What follows belongs to an exercise in optimizing a design on an open flow for small area and a short achievable clock period; a production flow would make more cautious choices. Function was checked by simulation only, so behaviour that the tests miss may differ from the original. Power is estimated from default activity; no workload was simulated.

===== flow/design.v =====
`timescale 1ns/1ps
`default_nettype none
module frame_sequencer (
	input  logic        clk,
	input  logic        rst_n,
	input  logic        start,
	input  logic        data_out_rd,
	input  logic [10:0] ip_total,
	input  logic [8:0]  word_cnt,
	output logic        ctrl_load,
	output logic        ctrl_busy,
	output logic        ctrl_advance,
	output logic        ctrl_pop,
	output logic [12:0] hdr_sel,
	output logic        pay_phase,
	output logic        sop,
	output logic        eop,
	output logic        data_out_rdy,
	output logic [1:0]  be_out
);
	logic        state;
	logic [10:0] next_last_sum;
	logic        next_is_last;
	logic        tail_only;
	logic        last_r;
	logic        pop_ok;
	assign ctrl_load    = !state && start;
	assign ctrl_busy    = state;
	assign ctrl_advance = state && data_out_rd;
	assign next_last_sum = ip_total + 11'd9;
	assign next_is_last  = (pay_phase || hdr_sel[12]) && (word_cnt == next_last_sum[10:2]);
	assign tail_only = (ip_total[1] == ip_total[0]);
	assign ctrl_pop = data_out_rd && pop_ok;
	always_ff @(posedge clk) begin
		if (ctrl_load) begin
			hdr_sel   <= 13'd1;
			pay_phase <= 1'b0;
		end else if (ctrl_advance) begin
			hdr_sel   <= {hdr_sel[11:0], 1'b0};
			pay_phase <= pay_phase | hdr_sel[12];
		end
	end
	always_ff @(posedge clk or negedge rst_n) begin
		if (!rst_n) begin
			state  <= 1'b0;
			last_r <= 1'b0;
			pop_ok <= 1'b0;
		end else if (ctrl_load) begin
			state  <= 1'b1;
			last_r <= 1'b0;
			pop_ok <= 1'b0;
		end else if (ctrl_advance) begin
			state  <= !last_r;
			last_r <= next_is_last;
			pop_ok <= !last_r && (pay_phase | hdr_sel[12]) && !(next_is_last && tail_only);
		end
	end
	assign sop          = state && hdr_sel[0];
	assign eop          = last_r;
	assign be_out       = last_r ? {~ip_total[1], ip_total[0]} : 2'b00;
	assign data_out_rdy = state;
endmodule
`default_nettype wire
`timescale 1ns/1ps
`default_nettype none
module header_builder (
	input  logic        clk,
	input  logic        ctrl_load,
	input  logic        ctrl_advance,
	input  logic [12:0] hdr_sel,
	input  logic [47:0] mac_dst_addr,
	input  logic [47:0] mac_src_addr,
	input  logic [7:0]  ip_dsf,
	input  logic [15:0] ip_id,
	input  logic [2:0]  ip_flags,
	input  logic [12:0] ip_frag_offset,
	input  logic [7:0]  ip_ttl,
	input  logic [31:0] ip_src_addr,
	input  logic [31:0] ip_dst_addr,
	input  logic [15:0] tcp_src_port,
	input  logic [15:0] tcp_dst_port,
	input  logic [31:0] tcp_seq_num,
	input  logic [31:0] tcp_ack_num,
	input  logic [5:0]  tcp_flags,
	input  logic [15:0] tcp_window,
	input  logic [15:0] payload_len,
	input  logic [15:0] payload_sum,
	input  logic [15:0] carry,
	output logic [10:0] ip_total,
	output logic [8:0]  word_cnt,
	output logic [15:0] hdr_hi,
	output logic [15:0] hdr_lo
);
	localparam logic [15:0] ETHERTYPE = 16'h0800;
	localparam logic [7:0]  IP_PROTO  = 8'd6;
	localparam logic [15:0] TCP_LEN_ADJ = 16'hFFFF - 16'(20 + 20)
		+ 16'(20) + 16'(8'd6);
	logic [31:0] mac_dst_r;
	logic [15:0] mac_hi_ip_acc;
	logic [47:0] mac_src_r;
	logic [7:0]  ip_dsf_r;
	logic [15:0] ip_id_r;
	logic [2:0]  ip_flags_r;
	logic [12:0] ip_frag_r;
	logic [7:0]  ip_ttl_r;
	logic [31:0] ip_src_r;
	logic [31:0] ip_dst_r;
	logic [10:0] ip_total_r;
	logic [15:0] tcp_sport_r;
	logic [15:0] tcp_dport_r;
	logic [31:0] tcp_seq_r;
	logic [31:0] tcp_ack_r;
	logic [5:0]  tcp_flags_r;
	logic [15:0] tcp_window_r;
	logic [15:0] tcp_acc;
	always_ff @(posedge clk) begin
		if (ctrl_load) begin
			mac_src_r    <= mac_src_addr;
			ip_dsf_r     <= ip_dsf;
			ip_id_r      <= ip_id;
			ip_flags_r   <= ip_flags;
			ip_frag_r    <= ip_frag_offset;
			ip_ttl_r     <= ip_ttl;
			ip_src_r     <= ip_src_addr;
			ip_dst_r     <= ip_dst_addr;
			ip_total_r   <= 11'(payload_len + 16'(20 + 20));
			tcp_sport_r  <= tcp_src_port;
			tcp_dport_r  <= tcp_dst_port;
			tcp_seq_r    <= tcp_seq_num;
			tcp_ack_r    <= tcp_ack_num;
			tcp_flags_r  <= tcp_flags;
			tcp_window_r <= tcp_window;
		end
	end
	assign ip_total = ip_total_r;
	always_ff @(posedge clk) begin
		if (ctrl_load)
			mac_dst_r <= mac_dst_addr[31:0];
		else if (ctrl_advance && hdr_sel[1])
			mac_dst_r[8:0] <= 9'd2;
		else if (ctrl_advance && !hdr_sel[0])
			mac_dst_r[8:0] <= mac_dst_r[8:0] + 9'd1;
	end
	assign word_cnt = mac_dst_r[8:0];
	logic [15:0] part_hi, part_lo;
	always_comb begin
		part_hi = ({16{hdr_sel[4]}}  & {5'd0, ip_total_r})
		        | ({16{hdr_sel[5]}}  & {ip_flags_r, ip_frag_r})
		        | ({16{hdr_sel[7]}}  & ip_src_r[15:0])
		        | ({16{hdr_sel[8]}}  & ip_dst_r[15:0])
		        | ({16{hdr_sel[9]}}  & tcp_dport_r)
		        | ({16{hdr_sel[10]}} & tcp_seq_r[15:0])
		        | ({16{hdr_sel[11]}} & tcp_ack_r[15:0]);
		part_lo = ({16{hdr_sel[4]}}  & ip_id_r)
		        | ({16{hdr_sel[5]}}  & {ip_ttl_r, IP_PROTO})
		        | ({16{hdr_sel[6]}}  & ip_src_r[31:16])
		        | ({16{hdr_sel[7]}}  & ip_dst_r[31:16])
		        | ({16{hdr_sel[8]}}  & tcp_sport_r)
		        | ({16{hdr_sel[9]}}  & tcp_seq_r[31:16])
		        | ({16{hdr_sel[10]}} & tcp_ack_r[31:16])
		        | ({16{hdr_sel[11]}} & {4'd5, 6'd0, tcp_flags_r});
		hdr_hi = part_hi
		       | ({16{hdr_sel[0]}}  & mac_hi_ip_acc)
		       | ({16{hdr_sel[1]}}  & mac_dst_r[15:0])
		       | ({16{hdr_sel[2]}}  & mac_src_r[31:16])
		       | ({16{hdr_sel[3]}}  & ETHERTYPE)
		       | ({16{hdr_sel[6]}}  & ~mac_hi_ip_acc)
		       | ({16{hdr_sel[12]}} & tcp_window_r);
		hdr_lo = part_lo
		       | ({16{hdr_sel[0]}}  & mac_dst_r[31:16])
		       | ({16{hdr_sel[1]}}  & mac_src_r[47:32])
		       | ({16{hdr_sel[2]}}  & mac_src_r[15:0])
		       | ({16{hdr_sel[3]}}  & {8'h45, ip_dsf_r})
		       | ({16{hdr_sel[12]}} & ~tcp_acc);
	end
	logic        ip_slot;
	logic        tcp_slot;
	logic [15:0] sum_acc, sum_a, sum_b, sum_r;
	assign ip_slot  = hdr_sel[0] | hdr_sel[1] | hdr_sel[4] | hdr_sel[5];
	assign tcp_slot = hdr_sel[2] | hdr_sel[3] | (|hdr_sel[11:6]);
	assign sum_acc = ({16{hdr_sel[0]}} & {8'h45, ip_dsf_r})
	               | ({16{hdr_sel[1] | hdr_sel[4] | hdr_sel[5]}} & mac_hi_ip_acc)
	               | ({16{!ip_slot}} & tcp_acc);
	assign sum_a = ({16{hdr_sel[0]}} & ip_src_r[31:16])
	             | ({16{hdr_sel[1]}} & ip_dst_r[31:16])
	             | ({16{hdr_sel[2]}} & tcp_window_r)
	             | ({16{hdr_sel[3]}} & {5'd0, ip_total_r})
	             | part_hi;
	assign sum_b = ({16{hdr_sel[0]}} & ip_src_r[15:0])
	             | ({16{hdr_sel[1]}} & ip_dst_r[15:0])
	             | ({16{hdr_sel[2]}} & carry)
	             | ({16{hdr_sel[3]}} & TCP_LEN_ADJ)
	             | part_lo;
	oc_adder3 u_add (
		.x (sum_acc),
		.y (sum_a),
		.z (sum_b),
		.r (sum_r)
	);
	always_ff @(posedge clk) begin
		if (ctrl_load)
			mac_hi_ip_acc <= mac_dst_addr[47:32];
		else if (ctrl_advance && ip_slot)
			mac_hi_ip_acc <= sum_r;
	end
	always_ff @(posedge clk) begin
		if (ctrl_load)
			tcp_acc <= payload_sum;
		else if (ctrl_advance && tcp_slot)
			tcp_acc <= sum_r;
	end
endmodule
`default_nettype wire
`default_nettype none
module oc_adder3 (
	input  logic [15:0] x,
	input  logic [15:0] y,
	input  logic [15:0] z,
	output logic [15:0] r
);
	logic [15:0] s, c, g, p;
	logic [15:0] gg [0:4];
	logic [15:0] pp [0:4];
	assign s = x ^ y ^ z;
	assign c = {(x[14:0] & y[14:0]) | (x[14:0] & z[14:0]) | (y[14:0] & z[14:0]),
	            (x[15] & y[15]) | (x[15] & z[15]) | (y[15] & z[15])};
	assign g = s & c;
	assign p = s ^ c;
	assign gg[0] = g;
	assign pp[0] = p;
	for (genvar lv = 0; lv < 4; lv++) begin : g_lv
		for (genvar i = 0; i < 16; i++) begin : g_bit
			if (i & (1 << lv)) begin : g_node
				localparam int J = ((i >> lv) << lv) - 1;
				assign gg[lv+1][i] = gg[lv][i] | (pp[lv][i] & gg[lv][J]);
				assign pp[lv+1][i] = pp[lv][i] & pp[lv][J];
			end else begin : g_pass
				assign gg[lv+1][i] = gg[lv][i];
				assign pp[lv+1][i] = pp[lv][i];
			end
		end
	end
	assign r[0] = p[0] ^ gg[4][15];
	for (genvar i = 1; i < 16; i++) begin : g_sum
		assign r[i] = p[i] ^ (gg[4][i-1] | (pp[4][i-1] & gg[4][15]));
	end
endmodule
`default_nettype wire
`timescale 1ns/1ps
`default_nettype none
module payload_aligner (
	input  logic        clk,
	input  logic        ctrl_load,
	input  logic        ctrl_pop,
	input  logic        pay_phase,
	input  logic [15:0] tcp_urgent_ptr,
	input  logic [15:0] hdr_hi,
	input  logic [15:0] hdr_lo,
	input  logic [31:0] data_in,
	output logic [15:0] carry,
	output logic [31:0] data_out
);
	always_ff @(posedge clk) begin
		if (ctrl_load)
			carry <= tcp_urgent_ptr;
		else if (ctrl_pop)
			carry <= data_in[15:0];
	end
	assign data_out[31:16] = hdr_hi | (pay_phase ? carry : 16'h0000);
	assign data_out[15:0]  = hdr_lo | (pay_phase ? data_in[31:16] : 16'h0000);
endmodule
`default_nettype wire
`timescale 1ns/1ps
`default_nettype none
module frame_tx_top (
	input  logic        clk,
	input  logic        rst_n,
	input  logic        start,
	input  logic [47:0]   mac_dst_addr,
	input  logic [47:0]   mac_src_addr,
	input  logic [7:0]  ip_dsf,
	input  logic [15:0]       ip_id,
	input  logic [2:0]  ip_flags,
	input  logic [12:0] ip_frag_offset,
	input  logic [7:0]  ip_ttl,
	input  logic [31:0]    ip_src_addr,
	input  logic [31:0]    ip_dst_addr,
	input  logic [15:0]       tcp_src_port,
	input  logic [15:0]       tcp_dst_port,
	input  logic [31:0]    tcp_seq_num,
	input  logic [31:0]    tcp_ack_num,
	input  logic [5:0]  tcp_flags,
	input  logic [15:0]       tcp_window,
	input  logic [15:0]       tcp_urgent_ptr,
	input  logic [15:0]        payload_len,
	input  logic [15:0]       payload_sum,
	output logic [31:0]       data_out,
	output logic [1:0]         be_out,
	output logic        data_out_rdy,
	input  logic        data_out_rd,
	output logic        sop,
	output logic        eop,
	input  logic [31:0]       data_in,
	output logic        data_in_rd,
	output logic        busy
);
	logic        ctrl_load;
	logic        ctrl_advance;
	logic        ctrl_pop;
	logic [12:0] hdr_sel;
	logic        pay_phase;
	logic [10:0] ip_total;
	logic [8:0]  word_cnt;
	logic [15:0] hdr_hi;
	logic [15:0] hdr_lo;
	logic [15:0] carry;
	frame_sequencer u_seq (
		.clk          (clk),
		.rst_n        (rst_n),
		.start        (start),
		.data_out_rd  (data_out_rd),
		.ip_total     (ip_total),
		.word_cnt     (word_cnt),
		.ctrl_load    (ctrl_load),
		.ctrl_busy    (busy),
		.ctrl_advance (ctrl_advance),
		.ctrl_pop     (ctrl_pop),
		.hdr_sel      (hdr_sel),
		.pay_phase    (pay_phase),
		.sop          (sop),
		.eop          (eop),
		.data_out_rdy (data_out_rdy),
		.be_out       (be_out)
	);
	assign data_in_rd = ctrl_pop;
	header_builder u_hdr (
		.clk            (clk),
		.ctrl_load      (ctrl_load),
		.ctrl_advance   (ctrl_advance),
		.hdr_sel        (hdr_sel),
		.mac_dst_addr   (mac_dst_addr),
		.mac_src_addr   (mac_src_addr),
		.ip_dsf         (ip_dsf),
		.ip_id          (ip_id),
		.ip_flags       (ip_flags),
		.ip_frag_offset (ip_frag_offset),
		.ip_ttl         (ip_ttl),
		.ip_src_addr    (ip_src_addr),
		.ip_dst_addr    (ip_dst_addr),
		.tcp_src_port   (tcp_src_port),
		.tcp_dst_port   (tcp_dst_port),
		.tcp_seq_num    (tcp_seq_num),
		.tcp_ack_num    (tcp_ack_num),
		.tcp_flags      (tcp_flags),
		.tcp_window     (tcp_window),
		.payload_len    (payload_len),
		.payload_sum    (payload_sum),
		.carry          (carry),
		.ip_total       (ip_total),
		.word_cnt       (word_cnt),
		.hdr_hi         (hdr_hi),
		.hdr_lo         (hdr_lo)
	);
	payload_aligner u_align (
		.clk            (clk),
		.ctrl_load      (ctrl_load),
		.ctrl_pop       (ctrl_pop),
		.pay_phase      (pay_phase),
		.tcp_urgent_ptr (tcp_urgent_ptr),
		.hdr_hi         (hdr_hi),
		.hdr_lo         (hdr_lo),
		.data_in        (data_in),
		.carry          (carry),
		.data_out       (data_out)
	);
endmodule
`default_nettype wire

===== flow/flow/run.sh =====
#!/bin/bash
set -euo pipefail
export BUFFER_PORTS_ARGS="-buffer_cell sky130_fd_sc_hd__buf_1"
export SETUP_SLACK_MARGIN=5.8
export CTS_ARGS="-sink_clustering_enable -repair_clock_nets -buf_list sky130_fd_sc_hd__clkbuf_16 -sink_clustering_size 25 -sink_clustering_max_diameter 100"
bash standard.sh > standard_flow.log 2>&1

===== flow/standard.sh =====
#!/bin/bash
# synth_recipe.tcl (not shown) runs the flow's synth.tcl, then flattens the netlist and writes it again
# the make line also repeats each setting of config.mk as NAME=value (left out here)
make -C /OpenROAD-flow-scripts/flow DESIGN_CONFIG=/design/flow/config.mk WORK_HOME=/design/flow/orfs CLKGATE_MAP_FILE= SYNTH_SCRIPT=/design/flow/synth_recipe.tcl "${@:-finish}"

===== flow/config.mk =====
export PLATFORM = sky130hd
export DESIGN_NAME = frame_tx_top
export DESIGN_NICKNAME = frame_tx_top
export VERILOG_FILES = /design/flow/design.v
export SDC_FILE = /design/flow/constraint.sdc
export NUM_CORES = 4
export LEC_CHECK = 0
export CAP_MARGIN = 20
export CORE_MARGIN = 2
export CORE_UTILIZATION = 45
export PLACE_DENSITY = 0.65
export SLEW_MARGIN = 20
export SYNTH_HIERARCHICAL = 1

===== flow/constraint.sdc =====
create_clock -name core_clock -period 10.0 [get_ports {clk}]
set_input_delay 2.0000 -clock core_clock [delete_from_list [all_inputs] [get_ports {clk}]]
set_output_delay 2.0000 -clock core_clock [all_outputs]
set_load 0.01 [all_outputs]

==> results of run 1 <==
## per-module statistics from Yosys (local to each module, per instance), excerpt
module,area (um^2),times used,cells,flops+latches
oc_adder3,1160,1,131,0
header_builder,14200,1,938,353
payload_aligner,987,1,70,16
frame_sequencer,1020,1,109,17
## report_power, final
part	total, mW	leakage (nW)	internal (mW)	switching [mW]
sequential	1.81	3.48	1.79	0.0250
combinational	0.287	3.50	0.126	0.161
clock	0.876	0.309	0.355	0.521
## path summary, 6_finish.rpt
check	startpoint	to	depth (start not counted)	slack (ns)
max in group asynchronous	rst_n	u_seq.last_r	1	8.56
worst max-delay path	data_in[16]	data_out[0]	3	5.64
min in group asynchronous	rst_n	u_seq.state	1	1.26
worst min register to register	u_seq.hdr_sel[12]	u_seq.hdr_sel[12]	1	0.57
worst max register to register	u_seq.hdr_sel[5]	u_hdr.mac_hi_ip_acc[1]	15	5.88
worst min-delay path	u_seq.hdr_sel[12]	u_seq.hdr_sel[12]	1	0.57
## flip-flops by register name, summed over array words and instances (netlist names), 32 cells and up
register	flops
u_hdr.ip_src_r	32
u_hdr.tcp_ack_r	32
u_hdr.ip_dst_r	32
u_hdr.mac_src_r	48
u_hdr.tcp_seq_r	32
u_hdr.mac_dst_r	32
## placed cells by master, fill, tap and decap left out, types with 8 or more instances in the layout
cell and count:
o21ai_1 10, a221o_1 8, o2111ai_1 9, a222oi_1 53, ha_1 12, a22oi_2 11, nand2_1 130, nand2b_1 15
buf_12 15, clkbuf_16 26, and3_4 13, inv_1 48, dfxtp_4 9, mux2_4 10, buf_1 422, a21oi_1 30
nor2_1 11, diode_2 9, edfxtp_1 369, xnor2_1 24, nand3b_1 8, xor2_1 12, buf_4 24, mux2i_1 17
a22oi_1 96, a22o_1 18, buf_2 10, clkbuf_2 8, nand3_1 52, a21o_1 36, fa_1 16, and3_1 10
## logic make-up after synthesis
logic type / count (synthesis) / synth area share [%]
compound gates: 338 / 15.3
xor+xnor: 36 / 1.81
fa+ha+maj: 36 / 3.32
buf+inv: 125 / 3.34
flops: 386 / 65.7
mux: 34 / 2.27
simple gates: 293 / 8.30
## layer usage
layer | global-route usage, % | wire, um | up-vias
li1 | - | - | 5826
met2 | 41.2 | 27100 | 859
met5 | 0 | 11 | -
met1 | 41.3 | 25100 | 6581
met3 | 5.83 | 6670 | 102
met4 | 10.2 | 2120 | 2
## what timing repair did
item,4_1_cts,5_1_grt
cloned,1,11
endpoints found under the hold margin,0,0
hold buffers,0,0
setup endpoints to repair,65,61
pin swaps,16,34
gates resized for setup,88,87
setup buffers,8,16
## area by class of cell
cell class	instances	area (um^2)
Fill cell	3263	17300
Multi-Input combinational cell	740	5930
Clock inverter	15	68.8
Tap cell	518	648
Clock buffer	19	475
Inverter	37	139
Sequential cell	386	11500
Antenna cell	9	22.5
Timing Repair Buffer	492	2420
## worst max-delay path: stages
cell	delay, ns
buf_1	0.07
a21o_1	0.17
clkbuf_2	0.13
==> results.cfg, run 1 <==
[sta]
fin_setup_tns_ns = 0
min_period_over_period_pct = 43.6
worst_slew_pin_slew_ns = 1.06
fin_skew_ns = 0.0247
rsz0062_at_grt = yes
setup-violations-final = 0
setup_slack_ns = 5.64
slew_headroom_pct = 29.3
fin_crit_ns = 4.36
hold_ws_ns = 0.566
hold_viol = 0
max_freq_ghz = 0.229
slew_violations = 0

[floorplan]
die_h_um = 201
die-area_um2 = 40300
initial_core_util_pct = 45.3
ioPinCount = 449
coreArea_um2 = 38500
die_w_um = 201
rows = 72

[drt]
firstDrtPassIters = 8
vias = 13370
antenna_left = 0
drt_wl_total_um = 61000
drc = 0
first_iter_violations = 1968
vias_per_cell = 6.03
detail_route.wl_per_cell_um = 27.5

[worst_setup_path]
critPathArrivalTime_ns = 2.36
crit_type = primary input to output port
cp-start-kind = primary input
cp-end-kind = output port
cp_max_fo = 1
required_ns = 8.00

[place]
hpwl_um = 41700
portBuffers = 443
dp_slack_ns = 5.17
routabilityCongestion = 0.888
dpl_cell_area_um2 = 19500
place_inst = 2137

[cells_and_area]
instances_no_fill = 2216
drive_gt1_share_pct = 12.6
fin_area_um2 = 21200
final_util_pct = 55.0
area.growth.synth_to_final_pct = 21.6
final_nets = 2122

[global_routing]
antenna_found_initial = 8
grt_pass1_wl_um = 83200
grt_max_degree = 186
grt_pass1_vias = 12733
overflow = 0
grtUsageTotal_pct = 28.1

[synthesis]
netlist_area_um2 = 17400
ys_top_cells_by_count = 369 x edfxtp_1, 132 x nand2_1, 107 x a22oi_1
yosysTopAreaCell = edfxtp_1
ys_ff_latch = 386
synth_warnings = 12
synth_top_area_share_pct = 63.6
ys_seq_area_share_pct = 65.7
synth_fp_nets = 1694
synth_area_per_cell_um2 = 14.0
synth_edf_count = 369
synth_ff_type = edfxtp_1
ys_top_cells_by_area = edfxtp_1 64%, a22oi_1 4.6%, a222oi_1 3.0%, nand2_1 2.8%, fa_1 2.0%
synth-async-reset-ratio_pct = 0.777
netlist_instances = 1248
synthDistinctLibCells = 70
synth.most_common_cell = edfxtp_1

[cts]
cts.sinks = 386
cts-buffers-inserted = 19
path_clk_slew_ns = 0.10
cts_tree = built
insertion_delay_ns = 0.56
ctsHtreeMaxLevel = 1
clk_path_buf_depth = 3
ctsRootBufferMaster = clkbuf_16

[power]
p_leak_nw = 7.29
pwr_density_cell_nw_per_um2 = 141
vdd_drop_max_mv = 0.130
power_mw = 2.98

[status]
outcome = complete, no violations

[min_path]
min_path_type = flip-flop to flip-flop

[job]
cap_violations = 0
==> inputs of run 2 (changes only) <==
==> flow/flow/run.sh (replaced) <==
#!/bin/bash
set -euo pipefail
export BUFFER_PORTS_ARGS="-buffer_cell sky130_fd_sc_hd__buf_1"
export SETUP_SLACK_MARGIN=5.5
export CTS_ARGS="-sink_clustering_enable -repair_clock_nets -buf_list sky130_fd_sc_hd__clkbuf_16 -sink_clustering_size 25 -sink_clustering_max_diameter 100"
bash standard.sh > standard_flow.log 2>&1
==> results.cfg, run 2 <==
[power]
p_switching_mw = 0.699
seq_power_share_pct = 61.4
swShare_pct = 23.6
p_clk_share_pct = 29.4
vdd_drop_max_mv = 0.130
p_comb_share_pct = 9.2
pwr_density_cell_nw_per_um2 = 146
p_leak_nw = 6.89
internal_power_mw = 2.26

[drt]
drt_wl_total_um = 57500
firstDrtPassIters = 8
first_iter_violations = 1748
vias_per_cell = 5.95
vias = 12978
drc = 0
detail_route.wl_per_cell_um = 26.4
antenna_left = 0

[job]
cap_violations = 0

[cells_and_area]
area.growth.synth_to_final_pct = 16.3
largest_reg_flops = 48
regMostFlops = u_hdr.mac_src_r
fin_area_um2 = 20300
layout_commonest_cell = buf_1
drive_gt1_share_pct = 6.41
final_nets = 2087
final_cell_mix = 442 x buf_1, 369 x edfxtp_1, 132 x nand2_1, 107 x a22oi_1, 53 x a222oi_1

[floorplan]
die_w_um = 201
die_h_um = 201
rows = 72
initial_core_util_pct = 45.3
ioPinCount = 449
die-area_um2 = 40300
coreArea_um2 = 38500

[cts]
clk_path_buf_depth = 3
ctsHtreeMaxLevel = 1
insertion_delay_ns = 0.55
cts.sinks = 386
ctsRootBufferMaster = clkbuf_16
cts-buffers-inserted = 19
cts_tree = built
path_clk_slew_ns = 0.10

[synthesis]
netlist_instances = 1248
synth_top_family_by_area = compound AO/OA/AOI/OAI gates
ys_top_cells_by_area = edfxtp_1 64%, a22oi_1 4.6%, a222oi_1 3.0%, nand2_1 2.8%, fa_1 2.0%
ys_ff_latch = 386
ys_seq_area_share_pct = 65.7
yosys.area_share.simple_pct = 8.30
synth_top_area_share_pct = 63.6
netlist_area_um2 = 17400
yosysTopAreaCell = edfxtp_1
muxShareOfSynthArea_pct = 2.27
synthDistinctLibCells = 70
synth_edf_count = 369
synth_xor_area_share_pct = 1.81
synth_compound_area_share_pct = 15.3
synth_fa_ha_area_share_pct = 3.32
synth_warnings = 12
synth_ff_type = edfxtp_1
synth-async-reset-ratio_pct = 0.777
ys_top_cells_by_count = 369 x edfxtp_1, 132 x nand2_1, 107 x a22oi_1
synth_area_per_cell_um2 = 14.0
synth.most_common_cell = edfxtp_1
synth_fp_nets = 1694

[sta]
max_freq_ghz = 0.225
fin_setup_tns_ns = 0
hold_viol = 0
worst_slew_pin_slew_ns = 1.15
min_period_over_period_pct = 44.4
slew_headroom_pct = 23.4
fin_crit_ns = 4.44
hold_ws_ns = 0.560
rsz0062_at_grt = yes
slew_violations = 0
fin_skew_ns = 0.0185
setup-violations-final = 0

[worst_setup_path]
reg2reg_slack_ns = 5.63
required_ns = 8.00
cp-end-kind = output port
reg2reg_to = u_hdr.mac_hi_ip_acc[1]
cp-start-kind = primary input
critPathArrivalTime_ns = 2.44
regToRegStartpoint = u_seq.hdr_sel[11]
rr_worst_depth = 15
cp_max_fo = 4
crit_type = primary input to output port

[min_path]
holdCritStartpoint = u_seq.hdr_sel[12]
holdPathEnd = u_seq.hdr_sel[12]
min_path_type = flip-flop to flip-flop
min_path_cells = 1

[global_routing]
use_met1_pct = 41.7
met2_usage_pct = 41.3
grt_pass1_vias = 12565
grt_pass1_wl_um = 82300
grt_max_degree = 186
overflow = 0
busiest_layer = met1
met3_usage_pct = 4.97
antenna_found_initial = 8
grtUsageTotal_pct = 27.7

[status]
outcome = complete, no violations

[place]
portBuffers = 443
dpl_cell_area_um2 = 19500
routabilityCongestion = 0.888
hpwl_um = 41700
==> run 2: how the worst max path moves through the flow <==
stage,start,endpoint,depth (start not counted)
2_1_floorplan,start,u_seq.hdr_sel[6],4
3_3_place_gp,u_seq.hdr_sel[7],u_hdr.mac_hi_ip_acc[1],15
3_5_place_dp,u_seq.hdr_sel[7],u_hdr.tcp_acc[1],15
4_1_cts,u_seq.hdr_sel[0],data_out[0],5
5_1_grt,u_seq.hdr_sel[11],u_hdr.tcp_acc[0],15
6_report,data_out_rd,data_in_rd,3
==> run 2: metrics by stage <==
step	instances	setup slack (ns)	utilization, %	power [mW]
after detailed placement	2137	5.17	50.8	2.12
after global routing	2178	5.49	52.6	3.05
after floorplan	1248	2.27	-	1.98
final	2180	5.56	52.6	2.96
after CTS	2171	5.51	52.3	2.97
after global placement	2137	5.26	50.8	2.12
==> run 2: cell families after synthesis <==
group	Yosys count
buf+inv	125
xor+xnor	36
fa+ha+maj	36
simple gates	293
flops	386
mux	34
compound gates	338
==> run 2: power groups by stage <==
| stage | clock (mW) | combinational, mW | sequential, mW |
|---|---|---|---|
| final | 0.870 | 0.272 | 1.81 |
| after global routing | 0.938 | 0.296 | 1.82 |
| after CTS | 0.885 | 0.272 | 1.81 |
| after detailed placement | 0 | 0.270 | 1.85 |
| after global placement | 0 | 0.266 | 1.85 |
| after floorplan | 0 | 0.143 | 1.84 |
==> run 2: worst max-delay path, cell delays in order <==
cell and delay (ns):
buf_2 0.13, and2_4 0.16, buf_1 0.15
==> run 2: routing by layer <==
metal	routed length (um)	part of all wire (%)
met1	24500	43
met2	25400	44
met3	6010	10
met4	1570	2.7
met5	11	0.019
==> run 2: area by class of cell <==
class	instances	area, um^2
multi-input combinational	737	5600
sequential	386	11400
antenna	8	20.0
inverter	37	139
clock buffer	19	475
clock inverter	15	68.8
timing repair buffer	460	1860
fill	3341	18200
tap	518	648
==> run 2: what timing repair did <==
| action | 4_1_cts | 5_1_grt |
|---|---|---|
| cloned | 0 | 0 |
| setup buffers | 0 | 1 |
| hold buffers | 0 | 0 |
| setup endpoints to repair | 42 | 26 |
| pin swaps | 2 | 1 |
| endpoints found under the hold margin | 0 | 0 |
| gates resized for setup | 20 | 23 |
==> run 2: modules after synthesis (local to each module, per instance), a selection <==
module           cell area (um^2)  cells inside  flip-flops and latches  copies in the design
frame_sequencer              1020           109                      17                     1
payload_aligner               987            70                      16                     1
header_builder              14200           938                     353                     1
oc_adder3                    1160           131                       0                     1
==> inputs of run 3 (changes only) <==
==> flow/flow/run.sh (replaced) <==
#!/bin/bash
set -euo pipefail
export BUFFER_PORTS_ARGS="-buffer_cell sky130_fd_sc_hd__buf_1"
export SETUP_SLACK_MARGIN=5.6
export CTS_ARGS="-sink_clustering_enable -repair_clock_nets -buf_list sky130_fd_sc_hd__clkbuf_16 -sink_clustering_size 25 -sink_clustering_max_diameter 100"
bash standard.sh > standard_flow.log 2>&1
==> results.cfg, run 3 <==
[drt]
vias_per_cell = 5.91
detail_route.wl_per_cell_um = 26.4
first_iter_violations = 1667
drt_wl_total_um = 57800
drc = 0
vias = 12946
firstDrtPassIters = 8
antenna_left = 0

[cells_and_area]
fin_area_um2 = 20400
register_area_um2 = 11500
drive_gt1_share_pct = 7.83
instances_no_fill = 2189
largest_reg_flops = 48
final_cell_mix = 440 x buf_1, 369 x edfxtp_1, 132 x nand2_1, 104 x a22oi_1, 53 x a222oi_1
area.growth.synth_to_final_pct = 17.4
multi_input_area_um2 = 5660
final_nets = 2094
nFillCells = 3334
regMostFlops = u_hdr.mac_src_r
layout_commonest_cell = buf_1

[synthesis]
ys_top_cells_by_area = edfxtp_1 64%, a22oi_1 4.6%, a222oi_1 3.0%, nand2_1 2.8%, fa_1 2.0%
synthDistinctLibCells = 70
synth-async-reset-ratio_pct = 0.777
ys_ff_latch = 386
synth_fp_nets = 1694
ys_top_cells_by_count = 369 x edfxtp_1, 132 x nand2_1, 107 x a22oi_1
netlist_instances = 1248
synth_area_per_cell_um2 = 14.0
synth.most_common_cell = edfxtp_1
netlist_area_um2 = 17400
synth_top_area_share_pct = 63.6
yosysTopAreaCell = edfxtp_1
synth_edf_count = 369
synth_ff_type = edfxtp_1
ys_seq_area_share_pct = 65.7
synth_warnings = 12

[sta]
max_freq_ghz = 0.228
hold_ws_ns = 0.547
hold_viol = 0
setup-violations-final = 0
fin_setup_tns_ns = 0
fin_skew_ns = 0.0187
rsz0062_at_grt = yes
fin_crit_ns = 4.39
worst_slew_pin_slew_ns = 1.06
slew_violations = 0
min_period_over_period_pct = 43.9
slew_headroom_pct = 29.6

[floorplan]
ioPinCount = 449
initial_core_util_pct = 45.3
coreArea_um2 = 38500
die_h_um = 201
die_w_um = 201
die-area_um2 = 40300
rows = 72

[worst_setup_path]
cp_slowest_cell = and2_4
crit_chain = buf_4 > and2_4 > buf_6
critPathMaxStageDelay_ns = 0.15
crit_type = primary input to output port
reg2reg_slack_ns = 5.75
path_delay_family = buffers and inverters
cp-start-kind = primary input
critPathArrivalTime_ns = 2.39
cp-end-kind = output port
crit_buf_inv = 2
required_ns = 8.00
cp_max_fo = 4

[cts]
ctsHtreeMaxLevel = 1
cts_tree = built
cts.sinks = 386
clk_path_buf_depth = 3
ctsRootBufferMaster = clkbuf_16
insertion_delay_ns = 0.55
path_clk_slew_ns = 0.10
cts-buffers-inserted = 19

[place]
hpwl_um = 41700
routabilityCongestion = 0.888
place_inst = 2137
portBuffers = 443
dpl_cell_area_um2 = 19500

[job]
cap_violations = 0

[global_routing]
overflow = 0
grt_max_degree = 186
grtUsageTotal_pct = 27.7
grt_pass1_vias = 12588
antenna_found_initial = 8
grt_pass1_wl_um = 82400

[power]
vdd_drop_max_mv = 0.130
pwr_density_cell_nw_per_um2 = 145
p_leak_nw = 6.97
power_mw = 2.96

[min_path]
min_path_type = flip-flop to flip-flop

[status]
outcome = complete, no violations
## run 3: cell counts after synthesis
Identical to the previous run, type by type.
## run 3: path summary, 6_finish.rpt
kind	cells past startpoint	to	start
setup / recovery	3	data_in_rd	data_out_rd
hold / removal	1	u_seq.hdr_sel[5]	u_seq.hdr_sel[4]
setup reg to reg	13	u_hdr.mac_hi_ip_acc[1]	u_seq.hdr_sel[9]
hold reg to reg	1	u_seq.hdr_sel[5]	u_seq.hdr_sel[4]
max in group asynchronous	1	u_seq.last_r	rst_n
min in group asynchronous	1	u_seq.state	rst_n
## run 3: repair_timing
action / CTS / global route
hold buffers: 0 / 0
setup buffers: 0 / 7
resized for setup: 41 / 37
pin swaps: 2 / 9
setup endpoints to repair: 57 / 38
cloned: 0 / 1
## run 3: layout make-up
cell class / instances / share of cell area, %
diodes: 10 / 0.122
clock buffers: 19 / 2.33
clock inverters: 15 / 0.337
inverters: 37 / 0.679
multi-input cells: 737 / 27.7
flip-flops and latches: 386 / 56.0
well taps: 518 / 3.17
repair buffers: 467 / 9.65
## run 3: routing by layer
layer	GRT usage, %	routed length (um)
met5	0	11
met4	7.78	1530
met3	5.03	5920
met2	41.3	25600
met1	41.8	24700
## run 3: logic make-up after synthesis
family / count (synthesis) / synth area share, %
flip-flops: 386 / 65.7
AO/OA/AOI/OAI: 338 / 15.3
AND/OR/NAND/NOR: 293 / 8.30
buffers and inverters: 125 / 3.34
XOR/XNOR: 36 / 1.81
adder cells (fa/ha/maj): 36 / 3.32
multiplexers: 34 / 2.27
## run 3: modules after synthesis (local to each module, per instance), a selection
module | area (um^2) | times used
header_builder | 14200 | 1
payload_aligner | 987 | 1
oc_adder3 | 1160 | 1
frame_sequencer | 1020 | 1
## run 3: metrics by stage
stage | worst slack [ns] | utilization, %
after floorplan | 2.27 | -
after global placement | 5.26 | 50.8
after detailed placement | 5.17 | 50.8
after CTS | 5.57 | 52.6
after global routing | 5.60 | 53.1
final | 5.61 | 53.2
## run 3: worst reg2reg max path, cell delays in order, from the launching register on
cell and delay [ns]:
dfxtp_1 0.32, buf_6 0.21, a22oi_1 0.48, and3_1 0.31, nand3_1 0.17, fa_1 0.52
ha_1 0.38, and3_1 0.25, nand2_1 0.11, o41a_1 0.51, fa_1 0.48, xnor2_1 0.14
nand2b_1 0.09, nand2_1 0.05
## run 3: power by group
group / internal (mW) / total (mW) / switching, mW / leakage, nW
sequential: 1.79 / 1.81 / 0.0250 / 3.48
combinational: 0.115 / 0.273 / 0.158 / 3.19
clock: 0.355 / 0.869 / 0.515 / 0.309
total: 2.26 / 2.96 / 0.698 / 6.97
==> inputs of run 4 (changes only) <==
--- a/flow/config.mk
+++ b/flow/config.mk
@@ -8,6 +8,7 @@
 export CAP_MARGIN = 20
 export CORE_MARGIN = 2
 export CORE_UTILIZATION = 45
+export GPL_ROUTABILITY_DRIVEN = 0
 export PLACE_DENSITY = 0.65
 export SLEW_MARGIN = 20
 export SYNTH_HIERARCHICAL = 1
==> results.cfg, run 4 <==
[status]
outcome = complete, no violations

[job]
cap_violations = 0

[synthesis]
synth_fp_nets = 1694
synth_top_area_share_pct = 63.6
synth_edf_count = 369
synth-async-reset-ratio_pct = 0.777
ys_seq_area_share_pct = 65.7
synth_area_per_cell_um2 = 14.0
netlist_area_um2 = 17400
yosysTopAreaCell = edfxtp_1
ys_top_cells_by_count = 369 x edfxtp_1, 132 x nand2_1, 107 x a22oi_1
netlist_instances = 1248
synthDistinctLibCells = 70
synth_warnings = 12
ys_top_cells_by_area = edfxtp_1 64%, a22oi_1 4.6%, a222oi_1 3.0%, nand2_1 2.8%, fa_1 2.0%
ys_ff_latch = 386
synth_ff_type = edfxtp_1
synth.most_common_cell = edfxtp_1

[sta]
fin_skew_ns = 0.0236
setup_slack_ns = 5.56
fin_crit_ns = 4.44
hold_viol = 0
worst_slew_pin_slew_ns = 1.03
fin_setup_tns_ns = 0
slew_violations = 0
min_period_over_period_pct = 44.4
max_freq_ghz = 0.225
rsz0062_at_grt = no
setup-violations-final = 0
slew_headroom_pct = 30.9

[worst_setup_path]
regToRegStartpoint = u_seq.hdr_sel[11]
cp_max_fo = 27
cp-startpoint = u_seq.hdr_sel[11]
crit_type = flip-flop to output port
crit_chain = buf_4 > a22oi_1 > and3_1 > nand3_1 > a21o_1 > buf_1
critPathMaxStageDelay_ns = 0.54
crit_buf_inv = 2
path_delay_family = compound AO/OA/AOI/OAI gates
cp-end-kind = output port
critPathArrivalTime_ns = 2.44
cp_slowest_cell = a22oi_1
cp-start-kind = flip-flop
required_ns = 8.00

[global_routing]
grt_max_degree = 184
antenna_found_initial = 8
overflow = 0
grt_pass1_wl_um = 81700
grtUsageTotal_pct = 27.6
grt_pass1_vias = 12492

[drt]
vias = 12992
drt_wl_total_um = 57300
firstDrtPassIters = 9
vias_per_cell = 5.93
detail_route.wl_per_cell_um = 26.1
drc = 0
first_iter_violations = 1721
antenna_left = 0

[min_path]
min_path_type = flip-flop to flip-flop
holdCritStartpoint = u_seq.hdr_sel[12]

[floorplan]
die_w_um = 201
die-area_um2 = 40300
die_h_um = 201
initial_core_util_pct = 45.3
rows = 72
ioPinCount = 449
coreArea_um2 = 38500

[cts]
ctsHtreeMaxLevel = 1
clk_path_buf_depth = 3
path_clk_slew_ns = 0.11
insertion_delay_ns = 0.56
cts_hold_buf = 0
cts-buffers-inserted = 19
ctsRootBufferMaster = clkbuf_16
cts_tree = built
cts.sinks = 386

[place]
portBuffers = 443
dp_slack_ns = 5.18
hpwl_um = 41700

[power]
pwr_density_cell_nw_per_um2 = 144
power_mw = 2.95
p_leak_nw = 7.03
vdd_drop_max_mv = 0.149

[cells_and_area]
final_util_pct = 53.3
layout_commonest_cell = buf_1
regMostFlops = u_hdr.mac_src_r
final_nets = 2099
final_cell_mix = 438 x buf_1, 369 x edfxtp_1, 132 x nand2_1, 102 x a22oi_1, 53 x a222oi_1
nFillCells = 3349
area.growth.synth_to_final_pct = 17.8
largest_reg_flops = 48
drive_gt1_share_pct = 8.16
==> run 4: cell counts after synthesis <==
Identical to the previous run, type by type.
==> run 4: routing by layer <==
metal	vias up	global-route usage, %	wire [um]
met4	4	9.13	1730
met3	83	6.10	5960
met2	777	40.2	24900
met5	-	0	28
met1	6375	41.0	24600
li1	5753	-	-
==> run 4: repair_timing <==
action	in CTS	in global routing
buffers inserted	0	9
gates cloned	0	1
endpoints found under the setup margin	51	38
endpoints found under the hold margin	0	0
resized for setup	28	60
pin swaps	3	14
==> run 4: per-stage QoR <==
stage          hold WS [ns]  cells  area [um^2]
2_1_floorplan         0.458   1248        17500
3_3_place_gp          0.495   2140        19500
3_5_place_dp          0.498   2140        19500
4_1_cts               0.525   2174        20200
5_1_grt               0.555   2190        20500
6_report              0.533   2191        20500
==> run 4: power by group <==
group | switching, mW | total (mW) | internal [mW]
Clock | 0.511 | 0.866 | 0.355
Combinational | 0.155 | 0.271 | 0.116
Sequential | 0.0288 | 1.82 | 1.79
Total | 0.695 | 2.95 | 2.26
==> run 4: cell families after synthesis <==
family / after synthesis / synth area share, %
flip-flops: 386 / 65.7
multiplexers: 34 / 2.27
buffers and inverters: 125 / 3.34
XOR/XNOR: 36 / 1.81
AO/OA/AOI/OAI: 338 / 15.3
adder cells (fa/ha/maj): 36 / 3.32
AND/OR/NAND/NOR: 293 / 8.30
==> run 4: area by class of cell <==
class	count	area (um^2)	share of cell area, %
repair buffers	472	2050	9.98
well taps	518	648	3.16
clock buffers	19	475	2.32
flip-flops and latches	386	11500	55.8
inverters	37	139	0.677
multi-input cells	737	5670	27.6
diodes	7	17.5	0.0854
clock inverters	15	68.8	0.335
==> run 4: worst paths after layout <==
check / end / slack, ns / cells past startpoint
min in group asynchronous: u_seq.last_r / 1.27 / 1
setup / recovery: data_out[26] / 5.56 / 6
hold / removal: u_seq.hdr_sel[12] / 0.53 / 1
hold reg to reg: u_seq.hdr_sel[12] / 0.53 / 1
setup reg to reg: u_hdr.mac_hi_ip_acc[1] / 5.63 / 13
max in group asynchronous: u_seq.state / 8.53 / 1
==> run 4: Yosys stat by module, one instance, submodules excluded, excerpt <==
module           cell area (um^2)  cells  flip-flops and latches
oc_adder3                    1160    131                       0
frame_sequencer              1020    109                      17
header_builder              14200    938                     353
payload_aligner               987     70                      16
==> inputs of run 5 (changes only) <==
--- a/flow/config.mk
+++ b/flow/config.mk
@@ -8,7 +8,6 @@
 export CAP_MARGIN = 20
 export CORE_MARGIN = 2
 export CORE_UTILIZATION = 45
-export GPL_ROUTABILITY_DRIVEN = 0
-export PLACE_DENSITY = 0.65
+export PLACE_DENSITY = 0.6
 export SLEW_MARGIN = 20
 export SYNTH_HIERARCHICAL = 1
==> results.cfg, run 5 <==
[status]
outcome = complete, no violations

[global_routing]
grt_pass1_vias = 12553
grt_pass1_wl_um = 82200
grtUsageTotal_pct = 27.8
grt_max_degree = 171
overflow = 0
antenna_found_initial = 11

[sta]
setup_slack_ns = 5.60
slew_headroom_pct = 33.0
rsz0062_at_grt = yes
fin_setup_tns_ns = 0
min_period_over_period_pct = 44.0
worst_slew_pin_slew_ns = 1.00
setup-violations-final = 0
max_freq_ghz = 0.228
slew_violations = 0
hold_ws_ns = 0.593
fin_crit_ns = 4.40
hold_viol = 0
fin_skew_ns = 0.0210

[cts]
path_clk_slew_ns = 0.10
ctsRootBufferMaster = clkbuf_16
ctsHtreeMaxLevel = 1
insertion_delay_ns = 0.55
cts.sinks = 386
cts-buffers-inserted = 19
cts_tree = built
clk_path_buf_depth = 3

[drt]
vias_per_cell = 5.94
drc = 0
first_iter_violations = 1671
detail_route.wl_per_cell_um = 26.5
drt_wl_total_um = 57900
vias = 12982
firstDrtPassIters = 6
antenna_left = 0

[worst_setup_path]
cp-end-kind = output port
crit_chain = buf_4 > and2_4 > buf_6
critPathMaxStageDelay_ns = 0.15
critPathArrivalTime_ns = 2.40
cp_slowest_cell = and2_4
crit_type = primary input to output port
reg2reg_slack_ns = 5.84
cp-start-kind = primary input
required_ns = 8.00
crit_buf_inv = 2
cp_max_fo = 4
path_delay_family = buffers and inverters

[synthesis]
ys_seq_area_share_pct = 65.7
netlist_area_um2 = 17400
synth_fp_nets = 1694
synth.most_common_cell = edfxtp_1
synth_edf_count = 369
netlist_instances = 1248
synthDistinctLibCells = 70
synth_warnings = 12
synth_ff_type = edfxtp_1
synth-async-reset-ratio_pct = 0.777
ys_top_cells_by_area = edfxtp_1 64%, a22oi_1 4.6%, a222oi_1 3.0%, nand2_1 2.8%, fa_1 2.0%
yosysTopAreaCell = edfxtp_1
synth_area_per_cell_um2 = 14.0
ys_top_cells_by_count = 369 x edfxtp_1, 132 x nand2_1, 107 x a22oi_1
ys_ff_latch = 386
synth_top_area_share_pct = 63.6

[place]
routabilityCongestion = 0.905
portBuffers = 443
hpwl_um = 42100
dp_slack_ns = 4.73
dpl_cell_area_um2 = 19500

[cells_and_area]
largest_reg_flops = 48
regMostFlops = u_hdr.mac_src_r
fin_area_um2 = 20400
area.growth.synth_to_final_pct = 17.2
final_cell_mix = 441 x buf_1, 369 x edfxtp_1, 132 x nand2_1, 99 x a22oi_1, 53 x a222oi_1
layout_commonest_cell = buf_1
nFillCells = 3372
drive_gt1_share_pct = 8.00
final_nets = 2095

[floorplan]
ioPinCount = 449
die_h_um = 201
rows = 72
die-area_um2 = 40300
coreArea_um2 = 38500
initial_core_util_pct = 45.3
die_w_um = 201

[job]
cap_violations = 0

[min_path]
min_path_type = flip-flop to flip-flop

[power]
p_leak_nw = 6.95
pwr_density_cell_nw_per_um2 = 145
power_mw = 2.96
vdd_drop_max_mv = 0.135
-- run 5: Yosys stat by module (local to each module, per instance), a selection --
module | flops+latches | cells
frame_sequencer | 17 | 109
payload_aligner | 16 | 70
oc_adder3 | 0 | 131
header_builder | 353 | 938
-- run 5: area by class of cell --
cell class	count	area, um^2	share of cell area (%)
clock inverters	15	67.6	0.331
clock buffers	19	475	2.33
diodes	6	15.0	0.0736
inverters	37	139	0.680
repair buffers	468	1940	9.51
well taps	518	648	3.18
multi-input cells	737	5660	27.7
flip-flops and latches	386	11500	56.2
-- run 5: worst paths after layout --
check,end,startpoint,depth (start not counted)
max in group asynchronous,u_seq.last_r,rst_n,1
min,u_seq.state,u_seq.last_r,1
max,data_in_rd,data_out_rd,3
max reg2reg,u_hdr.tcp_acc[1],u_seq.hdr_sel[9],14
min in group asynchronous,u_seq.state,rst_n,1
min reg2reg,u_seq.state,u_seq.last_r,1
-- run 5: metrics by stage --
| step | util [%] | instances |
|---|---|---|
| floorplan | - | 1248 |
| global placement | 50.8 | 2140 |
| detailed placement | 50.8 | 2140 |
| CTS | 52.6 | 2175 |
| global route | 53.1 | 2185 |
| finish | 53.1 | 2186 |
-- run 5: repair_timing --
| item | in CTS | in global routing |
|---|---|---|
| gates cloned | 0 | 0 |
| setup endpoints to repair | 65 | 46 |
| hold buffers | 0 | 0 |
| pin swaps | 4 | 6 |
| buffers inserted | 1 | 5 |
| resized for setup | 45 | 30 |
-- run 5: cell families (layout without fill, tap and decap cells) --
group	Yosys count	in the layout	share of synthesized area [%]
other	0	6	0
XOR/XNOR	36	36	1.81
adder cells (fa/ha/maj)	36	36	3.32
AO/OA/AOI/OAI	338	338	15.3
multiplexers	34	34	2.27
buffers and inverters	125	539	3.34
flip-flops	386	386	65.7
AND/OR/NAND/NOR	293	293	8.30
-- run 5: power breakdown --
part,switching [mW],internal (mW),total (mW)
logic,0.157,0.115,0.271
clock network,0.517,0.355,0.871
registers,0.0266,1.79,1.82
total,0.700,2.26,2.96
-- run 5: layer usage --
metal  share of wire, %  routed length [um]  GRT usage [%]
met1                 43               24900           40.8
met2                 44               25200           41.0
met3                 10                6030           7.03
met4                3.0                1720           7.96
met5               0.12                  68              0
==> inputs of run 6 (changes only) <==
--- a/flow/config.mk
+++ b/flow/config.mk
@@ -7,7 +7,6 @@
 export LEC_CHECK = 0
 export CAP_MARGIN = 20
 export CORE_MARGIN = 2
-export CORE_UTILIZATION = 45
-export PLACE_DENSITY = 0.6
+export CORE_UTILIZATION = 40
 export SLEW_MARGIN = 20
 export SYNTH_HIERARCHICAL = 1
==> results.cfg, run 6 <==
[cts]
cts_hold_buf = 0
insertion_delay_ns = 0.56
cts-buffers-inserted = 19
ctsRootBufferMaster = clkbuf_16
clk_path_buf_depth = 3
cts_tree = built
cts.sinks = 386
ctsHtreeMaxLevel = 1
path_clk_slew_ns = 0.10

[worst_setup_path]
crit_type = primary input to output port
regToRegStartpoint = u_seq.hdr_sel[10]
required_ns = 8.00
cp_max_fo = 4
cp-startpoint = data_out_rd
reg2reg_slack_ns = 5.78
cp-end-kind = output port
critPathArrivalTime_ns = 2.39
cp-start-kind = primary input

[sta]
hold_ws_ns = 0.489
min_period_over_period_pct = 43.9
slew_headroom_pct = 27.4
setup-violations-final = 0
rsz0062_at_grt = yes
fin_crit_ns = 4.39
slew_violations = 0
hold_viol = 0
fin_setup_tns_ns = 0
max_freq_ghz = 0.228
fin_skew_ns = 0.0210
worst_slew_pin_slew_ns = 1.09

[cells_and_area]
final_cell_mix = 441 x buf_1, 369 x edfxtp_1, 132 x nand2_1, 97 x a22oi_1, 53 x a222oi_1
instances_no_fill = 2258
multi_input_area_um2 = 5690
area.growth.synth_to_final_pct = 18.3
final_nets = 2096
regMostFlops = u_hdr.mac_src_r
largest_reg_flops = 48
final_util_pct = 47.9
nFillCells = 3969
register_area_um2 = 11500
drive_gt1_share_pct = 8.42
layout_commonest_cell = buf_1

[synthesis]
synth_warnings = 12
netlist_area_um2 = 17400
ys_top_cells_by_count = 369 x edfxtp_1, 132 x nand2_1, 107 x a22oi_1
yosysTopAreaCell = edfxtp_1
ys_ff_latch = 386
ys_seq_area_share_pct = 65.7
synth-async-reset-ratio_pct = 0.777
synth_top_area_share_pct = 63.6
synthDistinctLibCells = 70
ys_top_cells_by_area = edfxtp_1 64%, a22oi_1 4.6%, a222oi_1 3.0%, nand2_1 2.8%, fa_1 2.0%
synth_edf_count = 369
synth_area_per_cell_um2 = 14.0
netlist_instances = 1248
synth_ff_type = edfxtp_1
synth.most_common_cell = edfxtp_1
synth_fp_nets = 1694

[global_routing]
antenna_found_initial = 11
grt_max_degree = 184
overflow = 0
grt_pass1_wl_um = 82500
grtUsageTotal_pct = 25.5
grt_pass1_vias = 12382

[power]
pwr_density_cell_nw_per_um2 = 145
power_mw = 2.98
vdd_drop_max_mv = 0.184
p_leak_nw = 7.00

[floorplan]
coreArea_um2 = 43000
initial_core_util_pct = 40.5
die-area_um2 = 45200
rows = 76
die_w_um = 213
die_h_um = 213
ioPinCount = 449

[status]
outcome = complete, no violations

[job]
cap_violations = 0

[drt]
vias_per_cell = 5.74
detail_route.wl_per_cell_um = 26.5
vias = 12965
drt_wl_total_um = 59800
first_iter_violations = 1575
drc = 0
firstDrtPassIters = 8
antenna_left = 0

[min_path]
min_path_type = flip-flop to flip-flop
holdCritStartpoint = u_seq.hdr_sel[11]

[place]
routabilityCongestion = 0.887
portBuffers = 443
place_inst = 2206
hpwl_um = 43400
-- run 6: cell counts after synthesis --
No cell type changed its count.
-- run 6: metal layers --
layer	global-route usage (%)	part of all wire (%)	vias to the layer above
li1	-	-	5768
met1	36.7	42	6451
met2	38.5	45	664
met3	5.78	10	72
met4	7.93	2.5	10
met5	0	0.12	-
-- run 6: report_power, final --
part	switching (mW)	leakage (nW)	internal, mW
clock network	0.519	0.318	0.369
registers	0.0235	3.48	1.79
logic	0.165	3.20	0.115
-- run 6: worst max-delay path: stages --
cell and delay (ns):
buf_4 0.13, and2_4 0.15, buf_6 0.11
-- run 6: logic make-up after synthesis --
kind of cell	share of synthesized area, %
DFF	65.7
AOI/OAI and AO/OA	15.3
and+or+nand+nor	8.30
buffers and inverters	3.34
xor gates and xnor gates	1.81
adders and majority gates	3.32
muxes	2.27
-- run 6: final cells by class --
class                   count  share of cell area [%]
diodes                     10                   0.121
clock buffers              20                    2.43
clock inverters            14                   0.310
inverters                  37                   0.674
multi-input cells         737                    27.6
flip-flops and latches    386                    55.7
well taps                 585                    3.55
repair buffers            469                    9.61
-- run 6: path summary, 6_finish.rpt --
path,depth (start not counted),endpoint
max reg2reg,15,u_hdr.tcp_acc[15]
min in group asynchronous,1,u_seq.last_r
min,1,u_seq.hdr_sel[12]
min reg2reg,1,u_seq.hdr_sel[12]
max in group asynchronous,1,u_seq.state
max,3,data_in_rd
-- run 6: timing repair --
| item | in CTS | in global routing |
|---|---|---|
| endpoints found under the setup margin | 65 | 46 |
| buffers inserted | 5 | 3 |
| pin swaps | 4 | 7 |
| resized for setup | 51 | 33 |
-- run 6: Yosys stat by module, one instance, submodules excluded, excerpt --
module / cell area, um^2 / flip-flops and latches / cells / copies in the design
header_builder: 14200 / 353 / 938 / 1
payload_aligner: 987 / 16 / 70 / 1
frame_sequencer: 1020 / 17 / 109 / 1
oc_adder3: 1160 / 0 / 131 / 1
-- run 6: per-stage QoR --
stage	area, um^2	setup slack, ns
after floorplan	17500	2.27
after global placement	19600	4.88
after detailed placement	19600	4.86
after CTS	20400	5.60
after global routing	20600	5.52
final	20600	5.61
==> inputs of run 7 (changes only) <==
--- a/flow/config.mk
+++ b/flow/config.mk
@@ -7,6 +7,7 @@
 export LEC_CHECK = 0
 export CAP_MARGIN = 20
 export CORE_MARGIN = 2
-export CORE_UTILIZATION = 40
+export CORE_UTILIZATION = 50
+export PLACE_DENSITY = 0.75
 export SLEW_MARGIN = 20
 export SYNTH_HIERARCHICAL = 1
==> results.cfg, run 7 <==
[synthesis]
synth.most_common_cell = edfxtp_1
synth_warnings = 12
ys_seq_area_share_pct = 65.7
ys_top_cells_by_area = edfxtp_1 64%, a22oi_1 4.6%, a222oi_1 3.0%, nand2_1 2.8%, fa_1 2.0%
synth_area_per_cell_um2 = 14.0
ys_top_cells_by_count = 369 x edfxtp_1, 132 x nand2_1, 107 x a22oi_1
ys_ff_latch = 386
synthDistinctLibCells = 70
synth_edf_count = 369
yosysTopAreaCell = edfxtp_1
netlist_instances = 1248
netlist_area_um2 = 17400
synth_top_area_share_pct = 63.6
synth-async-reset-ratio_pct = 0.777
synth_fp_nets = 1694
synth_ff_type = edfxtp_1

[power]
swShare_pct = 23.4
pwr_density_cell_nw_per_um2 = 145
p_comb_share_pct = 9.0
vdd_drop_max_mv = 0.141
p_clk_share_pct = 29.2
seq_power_share_pct = 61.7
internal_power_mw = 2.26
p_switching_mw = 0.691
p_leak_nw = 6.99

[cells_and_area]
regMostFlops = u_hdr.mac_src_r
final_cell_mix = 439 x buf_1, 369 x edfxtp_1, 132 x nand2_1, 103 x a22oi_1, 53 x a222oi_1
drive_gt1_share_pct = 7.76
area.growth.synth_to_final_pct = 16.9
layout_commonest_cell = buf_1
largest_reg_flops = 48
final_nets = 2096

[drt]
vias_per_cell = 6.20
firstDrtPassIters = 9
vias = 13177
antenna_left = 0
drc = 0
detail_route.wl_per_cell_um = 26.6
first_iter_violations = 1929
drt_wl_total_um = 56600

[worst_setup_path]
cp-end-kind = output port
required_ns = 8.00
rr_worst_depth = 15
regToRegStartpoint = u_seq.hdr_sel[10]
crit_type = primary input to output port
cp_max_fo = 4
cp-start-kind = primary input
critPathMaxStageDelay_ns = 0.15
reg2reg_slack_ns = 5.77
path_delay_family = buffers and inverters
crit_chain = buf_4 > and2_4 > buf_6
critPathArrivalTime_ns = 2.40
reg2reg_to = u_hdr.mac_hi_ip_acc[1]
crit_buf_inv = 2
cp_slowest_cell = and2_4

[cts]
cts_tree = built
path_clk_slew_ns = 0.09
insertion_delay_ns = 0.55
clk_path_buf_depth = 3
cts-buffers-inserted = 19
ctsHtreeMaxLevel = 1
cts_hold_buf = 0
cts.sinks = 386
ctsRootBufferMaster = clkbuf_16

[job]
cap_violations = 0

[floorplan]
die_h_um = 191
initial_core_util_pct = 50.5
coreArea_um2 = 34500
die-area_um2 = 36300
die_w_um = 191
ioPinCount = 449
rows = 68

[min_path]
holdPathEnd = u_seq.hdr_sel[12]
holdCritStartpoint = u_seq.hdr_sel[12]
min_path_type = flip-flop to flip-flop
min_path_cells = 1

[status]
outcome = complete, no violations

[sta]
max_freq_ghz = 0.227
slew_violations = 0
worst_slew_pin_slew_ns = 1.26
rsz0062_at_grt = yes
setup_slack_ns = 5.60
fin_skew_ns = 0.0246
hold_viol = 0
fin_crit_ns = 4.40
setup-violations-final = 0
min_period_over_period_pct = 44.0
fin_setup_tns_ns = 0
slew_headroom_pct = 16.1

[place]
routabilityCongestion = 0.918
dp_slack_ns = 5.02
hpwl_um = 40500
portBuffers = 443

[global_routing]
antenna_found_initial = 3
grt_pass1_vias = 12417
grt_pass1_wl_um = 79400
grt_max_degree = 199
grtUsageTotal_pct = 30.1
overflow = 0
run 7: worst register-to-register path: stages (launching register included):
cell,delay (ns)
dfxtp_1,0.36
buf_6,0.21
a22oi_1,0.25
nand2_1,0.08
a221oi_1,0.46
nand2_1,0.20
fa_1,0.48
ha_1,0.37
nand2_1,0.14
o21ai_1,0.35
a21oi_1,0.08
o41a_1,0.22
fa_1,0.47
xnor2_1,0.15
nand2b_1,0.10
nand2_1,0.06
run 7: kinds of logic (layout without fill, tap and decap cells):
family                   Yosys count  after routing  synth area share [%]
flip-flops                       386            386                  65.7
AO/OA/AOI/OAI                    338            338                  15.3
AND/OR/NAND/NOR                  293            293                  8.30
buffers and inverters            125            540                  3.34
adder cells (fa/ha/maj)           36             36                  3.32
XOR/XNOR                          36             36                  1.81
multiplexers                      34             34                  2.27
other                              0              6                     0
run 7: how the worst max path moves through the flow:
stage,cells after the start,endpoint,slack [ns],from
after detailed placement,15,u_hdr.mac_hi_ip_acc[1],5.02,u_seq.hdr_sel[4]
after global routing,7,data_out[8],5.58,u_seq.hdr_sel[4]
final,3,data_in_rd,5.60,data_out_rd
after floorplan,4,u_seq.hdr_sel[6],2.27,start
after global placement,15,u_hdr.tcp_acc[1],5.04,u_seq.hdr_sel[4]
after CTS,3,data_out[10],5.60,data_in[26]
run 7: routing by layer:
metal | vias to the layer above | global-route usage (%) | part of all wire [%]
met5 | - | 0 | 0.041
met4 | 4 | 8.29 | 2.8
met3 | 78 | 6.50 | 12
met2 | 895 | 45.4 | 45
met1 | 6456 | 44.4 | 40
li1 | 5744 | - | -
run 7: power by group through the flow:
stage                     clock [mW]  sequential [mW]  combinational (mW)
after floorplan                    0             1.84               0.143
after global placement             0             1.86               0.254
after CTS                      0.877             1.82               0.264
after detailed placement           0             1.86               0.259
final                          0.863             1.82               0.267
after global routing           0.930             1.83               0.289
run 7: per-module statistics from Yosys (local to each module, per instance), excerpt:
module	cell area, um^2	times used	cells
header_builder	14200	1	938
oc_adder3	1160	1	131
frame_sequencer	1020	1	109
payload_aligner	987	1	70
run 7: what timing repair did:
action | in CTS | in global routing
setup endpoints to repair | 60 | 37
setup buffers | 1 | 10
endpoints found under the hold margin | 0 | 0
pin swaps | 2 | 9
resized for setup | 40 | 31
run 7: final cells by class:
type	instances	area [um^2]
Inverter	37	139
Antenna cell	6	15.0
Fill cell	2809	14100
Clock inverter	15	73.8
Clock buffer	19	475
Sequential cell	386	11500
Tap cell	455	569
Timing Repair Buffer	469	1990
Multi-Input combinational cell	737	5650
run 7: metrics by stage:
stage / std cells / cell area, um^2 / util [%] / hold WS [ns] / power [mW]
floorplan: 1248 / 17500 / - / 0.458 / 1.98
global placement: 2073 / 19400 / 56.4 / 0.495 / 2.11
detailed placement: 2073 / 19400 / 56.4 / 0.490 / 2.12
CTS: 2108 / 20200 / 58.5 / 0.514 / 2.96
global route: 2119 / 20400 / 59.1 / 0.535 / 3.04
finish: 2124 / 20400 / 59.1 / 0.519 / 2.95
==> inputs of run 8 (changes only) <==
==> flow/config.mk (replaced) <==
export PLATFORM = sky130hd
export DESIGN_NAME = frame_tx_top
export DESIGN_NICKNAME = frame_tx_top
export VERILOG_FILES = /design/flow/design.v
export SDC_FILE = /design/flow/constraint.sdc
export NUM_CORES = 4
export LEC_CHECK = 0
export CAP_MARGIN = 10
export CORE_MARGIN = 2
export CORE_UTILIZATION = 45
export PLACE_DENSITY = 0.65
export SLEW_MARGIN = 10
export SYNTH_HIERARCHICAL = 1
==> results.cfg, run 8 <==
[place]
place_inst = 2137
dp_slack_ns = 5.17
hpwl_um = 41700
routabilityCongestion = 0.888
portBuffers = 443

[cts]
path_clk_slew_ns = 0.10
ctsRootBufferMaster = clkbuf_16
cts-buffers-inserted = 19
clk_path_buf_depth = 3
cts.sinks = 386
insertion_delay_ns = 0.55
ctsHtreeMaxLevel = 1
cts_tree = built

[sta]
max_freq_ghz = 0.228
setup_slack_ns = 5.61
fin_skew_ns = 0.0187
slew_headroom_pct = 29.6
rsz0062_at_grt = yes
min_period_over_period_pct = 43.9
fin_crit_ns = 4.39
slew_violations = 0
worst_slew_pin_slew_ns = 1.06
fin_setup_tns_ns = 0
setup-violations-final = 0
hold_viol = 0

[synthesis]
synth_xor_area_share_pct = 1.81
synth_compound_area_share_pct = 15.3
synth_edf_count = 369
synth-async-reset-ratio_pct = 0.777
ys_seq_area_share_pct = 65.7
synth_fa_ha_area_share_pct = 3.32
synth_top_family_by_area = compound AO/OA/AOI/OAI gates
yosys.area_share.simple_pct = 8.30
yosysTopAreaCell = edfxtp_1
ys_top_cells_by_area = edfxtp_1 64%, a22oi_1 4.6%, a222oi_1 3.0%, nand2_1 2.8%, fa_1 2.0%
ys_ff_latch = 386
ys_top_cells_by_count = 369 x edfxtp_1, 132 x nand2_1, 107 x a22oi_1
synth_fp_nets = 1694
synth_top_area_share_pct = 63.6
muxShareOfSynthArea_pct = 2.27
synth.most_common_cell = edfxtp_1
netlist_area_um2 = 17400
synth_warnings = 12
netlist_instances = 1248
synth_area_per_cell_um2 = 14.0
synthDistinctLibCells = 70
synth_ff_type = edfxtp_1

[status]
outcome = complete, no violations

[floorplan]
die_w_um = 201
ioPinCount = 449
coreArea_um2 = 38500
die_h_um = 201
rows = 72
initial_core_util_pct = 45.3
die-area_um2 = 40300

[drt]
antenna_left = 0
drc = 0
drt_wl_total_um = 57800
vias = 12946
firstDrtPassIters = 8
detail_route.wl_per_cell_um = 26.4
vias_per_cell = 5.91
first_iter_violations = 1667

[cells_and_area]
final_cell_mix = 440 x buf_1, 369 x edfxtp_1, 132 x nand2_1, 104 x a22oi_1, 53 x a222oi_1
register_area_um2 = 11500
drive_gt1_share_pct = 7.83
final_util_pct = 53.2
regMostFlops = u_hdr.mac_src_r
largest_reg_flops = 48
layout_commonest_cell = buf_1
final_nets = 2094
instances_no_fill = 2189
multi_input_area_um2 = 5660
nFillCells = 3334
area.growth.synth_to_final_pct = 17.4

[min_path]
min_path_type = flip-flop to flip-flop

[power]
p_leak_nw = 6.97
pwr_density_cell_nw_per_um2 = 145
power_mw = 2.96
vdd_drop_max_mv = 0.130

[worst_setup_path]
cp-start-kind = primary input
required_ns = 8.00
cp-end-kind = output port
critPathArrivalTime_ns = 2.39
cp_max_fo = 4
crit_type = primary input to output port

[global_routing]
grt_max_degree = 186
overflow = 0
grtUsageTotal_pct = 27.7
grt_pass1_vias = 12588
antenna_found_initial = 8
grt_pass1_wl_um = 82400

[job]
cap_violations = 0
-- run 8: cell counts after synthesis --
No cell type changed its count.
-- run 8: final cells by class --
type	instances	share of cell area [%]
flip-flops and latches	386	56.0
multi-input cells	737	27.7
repair buffers	467	9.65
well taps	518	3.17
clock buffers	19	2.33
inverters	37	0.679
clock inverters	15	0.337
diodes	10	0.122
-- run 8: through the flow --
| stage | hold WS, ns | instance area (um^2) |
|---|---|---|
| global placement | 0.495 | 19500 |
| detailed placement | 0.522 | 19500 |
| floorplan | 0.458 | 17500 |
| global route | 0.558 | 20400 |
| finish | 0.547 | 20400 |
| CTS | 0.554 | 20200 |
-- run 8: cells by family after synthesis --
kind of cell	count (synthesis)
xor+xnor	36
fa+ha+maj	36
buf+inv	125
compound gates	338
simple gates	293
mux	34
flops	386
-- run 8: per-layer routing --
metal,routed length [um],global-route usage (%),part of all wire [%],vias up
met5,11,0,0.019,-
met4,1530,7.78,2.7,2
met3,5920,5.03,10,79
met2,25600,41.3,44,748
met1,24700,41.8,43,6364
li1,-,-,-,5753
-- run 8: path summary, 6_finish.rpt --
kind / from / to / slack (ns) / cells after the start
max: data_out_rd / data_in_rd / 5.61 / 3
min: u_seq.hdr_sel[4] / u_seq.hdr_sel[5] / 0.55 / 1
max reg2reg: u_seq.hdr_sel[9] / u_hdr.mac_hi_ip_acc[1] / 5.75 / 13
min reg2reg: u_seq.hdr_sel[4] / u_seq.hdr_sel[5] / 0.55 / 1
max in group asynchronous: rst_n / u_seq.last_r / 8.56 / 1
min in group asynchronous: rst_n / u_seq.state / 1.26 / 1
-- run 8: report_power, final --
| part | switching [mW] | total (mW) | internal [mW] |
|---|---|---|---|
| registers | 0.0250 | 1.81 | 1.79 |
| clock network | 0.515 | 0.869 | 0.355 |
| logic | 0.158 | 0.273 | 0.115 |
| total | 0.698 | 2.96 | 2.26 |
-- run 8: modules after synthesis, one instance, submodules excluded, a selection --
module | flip-flops and latches | cells | area (um^2)
frame_sequencer | 17 | 109 | 1020
header_builder | 353 | 938 | 14200
payload_aligner | 16 | 70 | 987
oc_adder3 | 0 | 131 | 1160
-- run 8: repair_timing --
action / CTS / global route
hold buffers: 0 / 0
buffers inserted: 0 / 7
gates cloned: 0 / 1
resized for setup: 41 / 37
setup endpoints to repair: 57 / 38
pin swaps: 2 / 9
-- run 8: critical path, cell delays in order --
cell and delay (ns):
buf_4 0.13, and2_4 0.15, buf_6 0.11

[re-timing with driven ports]
The results above use ideal ports. As a check the final layouts listed here were re-extracted and re-timed, cells and wires unchanged.
Step 1 (the two cells are an assumption about what drives the block):
set clk [get_ports {clk}]
set_driving_cell -lib_cell sky130_fd_sc_hd__clkbuf_16 $clk
set_driving_cell -lib_cell sky130_fd_sc_hd__buf_2 [delete_from_list [all_inputs] $clk]
Step 2 adds t to the input delays and takes it off the output delays; t is the mean of the earliest and latest rising clock arrival at the registers after step 1. Input paths then give back, and output paths get back, about the clock's delay inside the block.
Slacks: no drivers / after step 1 / after step 2; pairs: no drivers / after step 1.
run	t, ns	setup slack, ns	latest minus earliest clock arrival (ns)	pins driven straight from the clock port
run 1	0.599	5.635 / 5.603 / 5.603	0.026 / 0.027	1
run 2	0.593	5.558 / 5.512 / 5.412	0.019 / 0.019	1
run 3	0.592	5.606 / 5.579 / 5.368	0.019 / 0.020	1
run 4	0.599	5.561 / 5.506 / 5.307	0.024 / 0.024	1
run 5	0.595	5.605 / 5.553 / 5.348	0.023 / 0.023	1
run 6	0.603	5.609 / 5.577 / 5.410	0.021 / 0.021	1
run 7	0.587	5.603 / 5.552 / 5.412	0.025 / 0.026	1
run 8	0.592	5.606 / 5.579 / 5.368	0.019 / 0.020	1
After both steps setup and hold are still met in every run listed. For run 5, which loses most, drivers alone change the setup slack by -0.052 ns; drivers and shift together by -0.257 ns.
